Background: an optimization exercise with open tools, aiming at small area, a short achievable clock period and few clock cycles. Do not read the settings as production practice.
Only simulation tests tie the RTL to the original design; equivalence was not proved.

==> flow/design.v (excerpt) <==
module alu_seq #(
    parameter int XLEN    = 32,
    parameter int SHAMT_W = $clog2(XLEN)
) (
    input  logic                clk,
    input  logic                rst_n,
    input  logic                flush,
    input  logic                in_valid,
    output logic                in_ready,
    input  logic [ALU_OP_W-1:0] op,
    input  logic                alu_src,
    input  logic [XLEN-1:0]     src1,
    input  logic [XLEN-1:0]     src2,
    input  logic [XLEN-1:0]     imm,
    output logic                out_valid,
    input  logic                out_ready,
    output logic [XLEN-1:0]     result,
    output logic                zero,
    output logic                busy
);
Size: ~5,300 cells after synthesis, about 130 flip-flops, ~140 I/O pins, about 33,000 sq um of cells after synthesis.
clock: 12.0 ns
lec_check: 0
abc_area: 1
cap_margin: 20
core_margin: 2
core_utilization: 40
place_density: 0.6
setup_slack_margin: 5
slew_margin: 20
run.sh (not shown) runs the stock make flow with config.mk's settings and CLKGATE_MAP_FILE= SYNTH_SCRIPT=/design/flow/synth_recipe.tcl, a recipe that flattens the netlist after the stock synthesis.
Testbench counts at the start, summed over its fixed seeds: cycles 8,485.
Rerun with:
==> flow/flow/run.sh (new file) <==
#!/bin/bash
# Layout: the standard flow (standard.sh, all steps unchanged) with one
# setting added: every input and output port still gets its own buffer, but
# the buffer is a sky130_fd_sc_hd__buf_1 rather than the default delay cell.
# make's full output goes to make_finish.log here; ORFS keeps each step's
# log under orfs/logs/.
set -euo pipefail
bash standard.sh finish "BUFFER_PORTS_ARGS=-buffer_cell sky130_fd_sc_hd__buf_1" > make_finish.log 2>&1
==> flow/standard.sh (new file) <==
#!/bin/bash
# synth_recipe.tcl (not shown) runs the flow's synth.tcl, then flattens the netlist and writes it again
# the make line also repeats each setting of config.mk as NAME=value (left out here)
make -C /OpenROAD-flow-scripts/flow DESIGN_CONFIG=/design/flow/config.mk WORK_HOME=/design/flow/orfs CLKGATE_MAP_FILE= SYNTH_SCRIPT=/design/flow/synth_recipe.tcl "${@:-finish}"
Settings changed: CORE_UTILIZATION 40 to 45.
removed: flow/run.sh
After rerunning: Synthesized cell count is unchanged. Die area is lower by 11%. Routed wire length is higher by about 0.9%. Utilization is higher by 4.4 points.


alu_seq again, from the RTL that the note above started with.
## alu_seq
module alu_seq #(
    parameter int XLEN    = 32,
    parameter int SHAMT_W = $clog2(XLEN)
) (
    input  logic                clk,
    input  logic                rst_n,
    input  logic                flush,
    input  logic                in_valid,
    output logic                in_ready,
    input  logic [ALU_OP_W-1:0] op,
    input  logic                alu_src,
    input  logic [XLEN-1:0]     src1,
    input  logic [XLEN-1:0]     src2,
    input  logic [XLEN-1:0]     imm,
    output logic                out_valid,
    input  logic                out_ready,
    output logic [XLEN-1:0]     result,
    output logic                zero,
    output logic                busy
);
==> flow/config.mk <==
export PLATFORM = sky130hd
export DESIGN_NAME = alu_seq
export DESIGN_NICKNAME = alu_seq
export VERILOG_FILES = /design/flow/design.v
export SDC_FILE = /design/flow/constraint.sdc
export NUM_CORES = 4
export LEC_CHECK = 0
export ABC_AREA = 1
export CAP_MARGIN = 20
export CORE_MARGIN = 2
export CORE_UTILIZATION = 40
export PLACE_DENSITY = 0.6
export SETUP_SLACK_MARGIN = 5
export SLEW_MARGIN = 20
==> flow/constraint.sdc <==
create_clock -name core_clock -period 12.0 [get_ports {clk}]
set_input_delay 2.4000 -clock core_clock [delete_from_list [all_inputs] [get_ports {clk}]]
set_output_delay 2.4000 -clock core_clock [all_outputs]
set_load 0.01 [all_outputs]
standard.sh (not shown) runs the stock make flow with config.mk's settings and CLKGATE_MAP_FILE= SYNTH_SCRIPT=/design/flow/synth_recipe.tcl, a recipe that flattens the netlist after the stock synthesis.
==> flow/flow/run.sh <==
#!/bin/bash
# Layout: the standard flow (standard.sh, all steps unchanged) with one
# setting added: every input and output port still gets its own buffer, but
# the buffer is a sky130_fd_sc_hd__buf_1 rather than the default delay cell.
# make's full output goes to make_finish.log here; ORFS keeps each step's
# log under orfs/logs/.
set -euo pipefail
bash standard.sh finish "BUFFER_PORTS_ARGS=-buffer_cell sky130_fd_sc_hd__buf_1" > make_finish.log 2>&1
Testbench counts at the start, summed over its fixed seeds: cycles 8,485.
Next try:
==> flow/run.sh (new file) <==
#!/bin/bash
# synth_recipe.tcl (not shown) runs the flow's synth.tcl, then flattens the netlist and writes it again
# the make line also repeats each setting of config.mk as NAME=value (left out here)
make -C /OpenROAD-flow-scripts/flow DESIGN_CONFIG=/design/flow/config.mk WORK_HOME=/design/flow/orfs CLKGATE_MAP_FILE= SYNTH_SCRIPT=/design/flow/synth_recipe.tcl finish
CORE_UTILIZATION = 65   (was 40)
PLACE_DENSITY = 0.7   (was 0.6)
removed: flow/flow/run.sh
removed: flow/standard.sh
Now the flow did not get past 5_1_grt (GRT-0116).
Synthesized cell count stays the same.
Synthesized area does not change.

[what the ideal ports hide]
Ports are ideal in the flow. The routed layouts listed here were re-timed in OpenROAD.
Step 1, drivers: a clkbuf_16 drives clk and a buf_2 each remaining input, both assumed.
Step 2 times the ports against the registers' clock, not the clock port: input delays grow and output delays shrink by t, the midpoint of the rising clock arrivals with the driver on.
a / b / c = ideal / step 1 / step 2; a / b = the first two.
run | t (ns) | setup slack, ns | latest minus earliest clock arrival (ns) | worst slew at a driven data input, ns
the first run of note 1 | 0.615 | 4.956 / 4.942 / 4.956 | 0.048 / 0.048 | 0.13
the second run of note 1 | 0.579 | 4.717 / 4.717 / 4.717 | 0.018 / 0.018 | 0.16
the first run of note 2 | 0.606 | 4.951 / 4.951 / 4.951 | 0.040 / 0.040 | 0.14
After both steps setup and hold are still met in every run listed.
